Context: an optimization exercise on an open-source flow, tuned for small area, a short achievable clock period and few clock cycles. The choices shown serve that exercise and are no tape-out recipe. Power and IR drop assume default switching activity.

==> inputs of trial 14 <==
## adb_packet_receive_queue_top
module adb_packet_receive_queue_top #(
	parameter int unsigned RING_SLOTS = RING_SLOTS_DEF,
	parameter int unsigned MAX_REPLY  = MAX_REPLY_DEF
) (
	input  logic          clk,
	input  logic          arst_n,
	input  logic          cfg_we,
	input  logic          cfg_wdata,
	input  logic                  item_valid,
	output logic                  item_ready,
	input  logic [MODE_W-1:0]     item_mode,
	input  logic [BYTE_W-1:0]     item_link_byte,
	input  logic                  item_end_of_packet,
	output logic                  result_valid,
	input  logic                  result_ready,
	output logic [OUTCOME_W-1:0]  result_outcome,
	output logic [BYTE_W-1:0]     result_status_flags,
	output logic [BYTE_W-1:0]     result_echoed_command,
	output logic [BYTE_W-1:0]     result_data_byte,
	output logic [DATA_IDX_W-1:0] result_data_index,
	output logic                  result_has_data,
	output logic                  result_last
);
Settings: LEC_CHECK=0, CAP_MARGIN=20, CORE_MARGIN=2, CORE_UTILIZATION=40, SLEW_MARGIN=20; clock period 7.0 ns.
run.sh (not shown) runs the stock make flow with config.mk's settings and CLKGATE_MAP_FILE= SYNTH_SCRIPT=/design/flow/synth_recipe.tcl, a recipe that flattens the netlist after the stock synthesis.
==> trial 46: changes against trial 14 <==
--- a/flow/design.v
+++ b/flow/design.v
@@ -42,63 +42,74 @@
 endpackage
 import adbq_pkg::*;
 module adbq_store #(
 	parameter int unsigned RING_SLOTS = RING_SLOTS_DEF,
 	parameter int unsigned MAX_REPLY  = MAX_REPLY_DEF,
 	localparam int unsigned PTR_W  = $clog2(RING_SLOTS),
 	localparam int unsigned SLOT_W = MAX_REPLY - 1,
-	localparam int unsigned OFF_W  = $clog2(SLOT_W)
+	localparam int unsigned OFF_W  = $clog2(SLOT_W),
+	localparam int unsigned DATA_N = SLOT_W - 2
 ) (
 	input  logic              clk,
 	input  logic              we,
 	input  logic [PTR_W-1:0]  wr_slot,
 	input  logic [OFF_W-1:0]  wr_off,
 	input  logic [BYTE_W-1:0] wr_byte,
-	input  logic [PTR_W-1:0]  rd_slot,
-	input  logic [OFF_W-1:0]  rd_idx,
+	input  logic [RING_SLOTS-1:0] rd_slot_oh,
+	input  logic [DATA_N-1:0]     rd_data_oh,
 	output logic [BYTE_W-1:0] rd_status,
 	output logic [BYTE_W-1:0] rd_command,
 	output logic [BYTE_W-1:0] rd_data
 );
 	logic [BYTE_W-1:0] mem [RING_SLOTS][SLOT_W];
+	logic [BYTE_W-1:0] row [RING_SLOTS];
+	logic              wq_en;
+	logic [PTR_W-1:0]  wq_slot;
+	logic [OFF_W-1:0]  wq_off;
+	logic [BYTE_W-1:0] wq_byte;
+	always_ff @(posedge clk) begin
+		wq_en   <= we;
+		wq_slot <= wr_slot;
+		wq_off  <= wr_off;
+		wq_byte <= wr_byte;
+	end
 	always_ff @(posedge clk) begin
 		for (int s = 0; s < RING_SLOTS; s++) begin
 			for (int o = 0; o < SLOT_W; o++) begin
-				if (we && wr_slot == PTR_W'(s) && wr_off == OFF_W'(o)) begin
-					mem[s][o] <= wr_byte;
+				if (wq_en && wq_slot == PTR_W'(s) && wq_off == OFF_W'(o)) begin
+					mem[s][o] <= wq_byte;
 				end
 			end
 		end
 	end
 	always_comb begin
 		rd_status  = '0;
 		rd_command = '0;
 		rd_data    = '0;
 		for (int s = 0; s < RING_SLOTS; s++) begin
-			if (rd_slot == PTR_W'(s)) begin
-				rd_status  = mem[s][0];
-				rd_command = mem[s][1];
-				for (int o = 2; o < SLOT_W; o++) begin
-					if (rd_idx == OFF_W'(o - 2)) begin
-						rd_data = mem[s][o];
-					end
-				end
+			row[s] = '0;
+			for (int o = 0; o < DATA_N; o++) begin
+				row[s] = row[s] | (mem[s][o + 2] & {BYTE_W{rd_data_oh[o]}});
 			end
+			rd_status  = rd_status  | (mem[s][0] & {BYTE_W{rd_slot_oh[s]}});
+			rd_command = rd_command | (mem[s][1] & {BYTE_W{rd_slot_oh[s]}});
+			rd_data    = rd_data    | (row[s]   & {BYTE_W{rd_slot_oh[s]}});
 		end
 	end
 endmodule
 import adbq_pkg::*;
 module adbq_seq #(
 	parameter int unsigned RING_SLOTS = RING_SLOTS_DEF,
 	parameter int unsigned MAX_REPLY  = MAX_REPLY_DEF,
 	parameter int unsigned RQ_DEPTH   = 4,
 	localparam int unsigned PTR_W  = $clog2(RING_SLOTS),
 	localparam int unsigned SLOT_W = MAX_REPLY - 1,
 	localparam int unsigned OFF_W  = $clog2(SLOT_W),
-	localparam int unsigned LEN_W  = $clog2(MAX_REPLY)
+	localparam int unsigned LEN_W  = $clog2(MAX_REPLY),
+	localparam int unsigned DATA_N = SLOT_W - 2
 ) (
 	input  logic              clk,
 	input  logic              arst_n,
 	input  logic              deliver_enable,
 	input  logic              item_valid,
 	output logic              item_ready,
 	input  logic [MODE_W-1:0] item_mode,
@@ -113,16 +124,16 @@
 	output logic [DATA_IDX_W-1:0] result_data_index,
 	output logic                  result_has_data,
 	output logic                  result_last,
 	output logic              wr_en,
 	output logic [PTR_W-1:0]  wr_slot,
 	output logic [OFF_W-1:0]  wr_off,
 	output logic [BYTE_W-1:0] wr_byte,
-	output logic [PTR_W-1:0]  rd_slot,
-	output logic [OFF_W-1:0]  rd_idx,
+	output logic [RING_SLOTS-1:0] rd_slot_oh,
+	output logic [DATA_N-1:0]     rd_data_oh,
 	input  logic [BYTE_W-1:0] rd_status,
 	input  logic [BYTE_W-1:0] rd_command,
 	input  logic [BYTE_W-1:0] rd_data
 );
 	localparam int unsigned CNT_W = $clog2(MAX_REPLY + 1);
 	localparam int unsigned RQ_W  = $clog2(RQ_DEPTH);
 	localparam int unsigned ITEM_W = MODE_W + BYTE_W + 1;
@@ -171,16 +182,15 @@
 	logic [RING_SLOTS-1:0] busy_q, busy_set, busy_clr;
 	logic [LEN_W-1:0]  nd_mem [RING_SLOTS];
 	logic is_byte, is_abort, is_pop, owes, stores, judging, judge_ok, stall;
 	logic empty, full;
 	logic [LEN_W-1:0] judge_nd;
 	logic [OUTCOME_W-1:0] judge_oc;
 	logic [RQ_DEPTH-1:0][3:0] rq_q;
-	logic [RQ_W-1:0] rq_wp, rq_rp;
-	logic [RQ_W:0]   rq_n;
+	logic [RQ_DEPTH-1:0] rq_v;
 	logic            rq_full, rq_push, rq_pop;
 	logic [3:0]      rq_in, rq_head;
 	assign is_byte  = (in_mode == MODE_BYTE);
 	assign is_abort = (in_mode == MODE_ABORT);
 	assign is_pop   = (in_mode == MODE_POP);
 	assign owes     = (is_byte && in_eop) || is_abort || is_pop;
 	assign stores   = is_byte && (phase_q == PH_RECV) && (count_q != '0);
@@ -280,59 +290,62 @@
 		end
 	end
 	always_ff @(posedge clk) begin
 		if (judging && judge_oc == OC_QUEUED) begin
 			nd_mem[tail_q] <= judge_nd;
 		end
 	end
-	assign rq_full = (rq_n == (RQ_W + 1)'(RQ_DEPTH));
-	assign rq_head = rq_q[rq_rp];
+	assign rq_full = rq_v[RQ_DEPTH-1];
+	assign rq_head = rq_q[0];
 	always_ff @(posedge clk or negedge arst_n) begin
 		if (!arst_n) begin
-			rq_wp <= '0;
-			rq_rp <= '0;
-			rq_n  <= '0;
-		end else begin
-			if (rq_push) begin
-				rq_wp <= rq_wp + RQ_W'(1);
-			end
-			if (rq_pop) begin
-				rq_rp <= rq_rp + RQ_W'(1);
-			end
-			rq_n <= rq_n + (RQ_W + 1)'(rq_push) - (RQ_W + 1)'(rq_pop);
+			rq_v <= '0;
+		end else if (rq_push && !rq_pop) begin
+			rq_v <= {rq_v[RQ_DEPTH-2:0], 1'b1};
+		end else if (rq_pop && !rq_push) begin
+			rq_v <= {1'b0, rq_v[RQ_DEPTH-1:1]};
 		end
 	end
 	always_ff @(posedge clk) begin
-		if (rq_push) begin
-			rq_q[rq_wp] <= rq_in;
+		for (int i = 0; i < RQ_DEPTH; i++) begin
+			if (rq_pop) begin
+				if (rq_push && rq_v[i] && (i == RQ_DEPTH - 1 || !rq_v[i + 1])) begin
+					rq_q[i] <= rq_in;
+				end else if (i < RQ_DEPTH - 1) begin
+					rq_q[i] <= rq_q[i + 1];
+				end
+			end else if (rq_push && !rq_v[i] && (i == 0 || rq_v[i - 1])) begin
+				rq_q[i] <= rq_in;
+			end
 		end
 	end
-	logic                  e_act;
+	logic                  e_act, e_done, e_has;
 	logic [PTR_W-1:0]      e_slot;
-	logic [LEN_W-1:0]      e_idx, e_nd;
-	logic                  load_ok, e_has, e_last;
+	logic [RING_SLOTS-1:0] e_slot_oh;
+	logic [DATA_N-1:0]     e_data_oh;
+	logic [LEN_W-1:0]      e_idx, e_rem, s_nd;
+	logic                  load_ok, e_last, wr_safe;
 	logic                  res_valid_q;
 	logic [OUTCOME_W-1:0]  res_outcome_q;
 	logic [BYTE_W-1:0]     res_status_q, res_cmd_q, res_data_q;
 	logic [DATA_IDX_W-1:0] res_index_q;
 	logic                  res_has_q, res_last_q;
 	logic                  emit_beat, emit_verdict, start;
-	logic                  e_done, wr_safe;
-	assign load_ok = !res_valid_q || result_ready;
-	assign e_has   = (e_nd != '0);
-	assign e_last  = !e_has || ((e_idx + LEN_W'(1)) == e_nd);
-	assign rd_slot = e_slot;
+	assign load_ok    = !res_valid_q || result_ready;
+	assign e_last     = (e_rem == '0);
+	assign rd_slot_oh = e_slot_oh;
+	assign rd_data_oh = e_data_oh;
+	assign s_nd       = nd_mem[PTR_W'(rq_head[2:0])];
 	assign wr_safe = e_act && e_done && (e_slot == tail_q) &&
 		(count_q <= CNT_W'(e_idx) + CNT_W'(2));
-	assign rd_idx  = OFF_W'(e_idx);
 	assign emit_beat    = e_act && load_ok;
-	assign start        = !e_act && (rq_n != '0) && rq_head[3];
-	assign emit_verdict = !e_act && (rq_n != '0) && !rq_head[3] && load_ok;
+	assign start        = !e_act && rq_v[0] && rq_head[3];
+	assign emit_verdict = !e_act && rq_v[0] && !rq_head[3] && load_ok;
 	assign rq_pop       = start || emit_verdict;
-	assign busy_clr     = (emit_beat && e_last) ? (RING_SLOTS'(1) << e_slot) : '0;
+	assign busy_clr     = (emit_beat && e_last) ? e_slot_oh : '0;
 	always_ff @(posedge clk or negedge arst_n) begin
 		if (!arst_n) begin
 			e_act       <= 1'b0;
 			res_valid_q <= 1'b0;
 		end else begin
 			if (start) begin
 				e_act <= 1'b1;
@@ -344,30 +357,35 @@
 			end else if (result_ready) begin
 				res_valid_q <= 1'b0;
 			end
 		end
 	end
 	always_ff @(posedge clk) begin
 		if (start) begin
-			e_slot <= PTR_W'(rq_head[2:0]);
-			e_idx  <= '0;
-			e_done <= 1'b0;
-			e_nd   <= nd_mem[PTR_W'(rq_head[2:0])];
+			e_slot    <= PTR_W'(rq_head[2:0]);
+			e_slot_oh <= RING_SLOTS'(1) << rq_head[2:0];
+			e_idx     <= '0;
+			e_done    <= 1'b0;
+			e_has     <= (s_nd != '0);
+			e_rem     <= (s_nd != '0) ? s_nd - LEN_W'(1) : '0;
+			e_data_oh <= DATA_N'(s_nd != '0);
 		end else if (emit_beat) begin
-			e_idx  <= e_idx + LEN_W'(1);
-			e_done <= 1'b1;
+			e_idx     <= e_idx + LEN_W'(1);
+			e_rem     <= e_rem - LEN_W'(1);
+			e_done    <= 1'b1;
+			e_data_oh <= {e_data_oh[DATA_N-2:0], 1'b0};
 		end
 		if (emit_beat) begin
 			res_outcome_q <= OC_PACKET;
 			if (!e_done) begin
 				res_status_q <= rd_status;
 				res_cmd_q    <= rd_command;
 			end
-			res_data_q    <= e_has ? rd_data : '0;
-			res_index_q   <= e_has ? DATA_IDX_W'(e_idx) : '0;
+			res_data_q    <= rd_data;
+			res_index_q   <= DATA_IDX_W'(e_idx);
 			res_has_q     <= e_has;
 			res_last_q    <= e_last;
 		end else if (emit_verdict) begin
 			res_outcome_q <= rq_head[2:0];
 			res_status_q  <= '0;
 			res_cmd_q     <= '0;
 			res_data_q    <= '0;
@@ -410,16 +428,18 @@
 	output logic                  result_last
 );
 	localparam int unsigned PTR_W  = $clog2(RING_SLOTS);
 	localparam int unsigned SLOT_W = MAX_REPLY - 1;
 	localparam int unsigned OFF_W  = $clog2(SLOT_W);
 	logic              deliver_enable_q;
 	logic              wr_en;
-	logic [PTR_W-1:0]  wr_slot, rd_slot;
-	logic [OFF_W-1:0]  wr_off, rd_idx;
+	logic [PTR_W-1:0]  wr_slot;
+	logic [OFF_W-1:0]  wr_off;
+	logic [RING_SLOTS-1:0] rd_slot_oh;
+	logic [SLOT_W-3:0] rd_data_oh;
 	logic [BYTE_W-1:0] wr_byte, rd_status, rd_command, rd_data;
 	always_ff @(posedge clk or negedge arst_n) begin
 		if (!arst_n) begin
 			deliver_enable_q <= 1'b0;
 		end else if (cfg_we) begin
 			deliver_enable_q <= cfg_wdata;
 		end
@@ -445,29 +465,29 @@
 		.result_data_index     (result_data_index),
 		.result_has_data       (result_has_data),
 		.result_last           (result_last),
 		.wr_en      (wr_en),
 		.wr_slot    (wr_slot),
 		.wr_off     (wr_off),
 		.wr_byte    (wr_byte),
-		.rd_slot    (rd_slot),
-		.rd_idx     (rd_idx),
+		.rd_slot_oh (rd_slot_oh),
+		.rd_data_oh (rd_data_oh),
 		.rd_status  (rd_status),
 		.rd_command (rd_command),
 		.rd_data    (rd_data)
 	);
 	adbq_store #(
 		.RING_SLOTS (RING_SLOTS),
 		.MAX_REPLY  (MAX_REPLY)
 	) u_store (
 		.clk        (clk),
 		.we         (wr_en),
 		.wr_slot    (wr_slot),
 		.wr_off     (wr_off),
 		.wr_byte    (wr_byte),
-		.rd_slot    (rd_slot),
-		.rd_idx     (rd_idx),
+		.rd_slot_oh (rd_slot_oh),
+		.rd_data_oh (rd_data_oh),
 		.rd_status  (rd_status),
 		.rd_command (rd_command),
 		.rd_data    (rd_data)
 	);
 endmodule
==> comparison table <==
item                                                                             trial 46                 trial 14
Average detailed-routed wire length per instance                                  31.7 um                  39.2 um
Psw                                                                               7.48 mW                  11.9 mW
Standard cell with the maximum stage delay on the critical path  sky130_fd_sc_hd__nand2_1  sky130_fd_sc_hd__nor3_1
Global-route wire length before repair                                          255000 um                375000 um
Number of placed cells counting well taps                                            5427                     6795
Mapped Nets                                                                          3516                     4684
Setup skew after layout                                                         0.0383 ns                0.0449 ns
Final period util                                                                   0.516                    0.852
Clock latency reported for the late side of the worst-skew pair                   0.81 ns                  0.85 ns
Initial antenna violation count                                                         3                       11
Placer congestion estimate                                                          0.846                     1.06
Via count                                                                           35400                    48100
Total Die Area                                                               159000 sq um             170000 sq um
Area share of and/or/nand/nor cells after synthesis                                0.0454                   0.0867
Leak Pwr                                                                          22.0 nW                  24.3 nW
Data required time of the worst path                                              7.30 ns                  7.59 ns
Status                                                           timing/DRC/antenna clean  timing/DRC/antenna clean
Met1 demand-to-capacity share in global routing                                     0.316                    0.432
Function was not checked in any run of this note: the RTL went through the layout flow alone.

port drivers added, routing unchanged:
How much do the figures lean on ideal ports? The routed layouts below were timed once more, with nothing changed but the port constraints.
Step 1 sets driving cells, clkbuf_16 on the clock port and buf_2 on the other inputs (assumed; they add their load-dependent delay and slew).
Step 2 also shifts input and output timing later by t, the mid clock arrival at the registers, as if the neighbouring blocks saw the same clock.
Slacks: no drivers / after step 1 / after step 2; pairs: no drivers / after step 1.
run | t (ns) | setup WS [ns] | worst register clock-pin slew, ns | worst data-port slew with drivers (ns) | pins driven straight from the clock port
trial 14 | 0.903 | 1.037 / 1.037 / 1.037 | 0.07 / 0.07 | 0.04 | 1
trial 46 | 0.865 | 3.386 / 3.399 / 2.579 | 0.07 / 0.07 | 0.04 | 1
After both steps every run listed still meets setup and hold. The setup slack of trial 46, which loses most, moves by +0.013 ns with the drivers and by -0.807 ns with both steps.
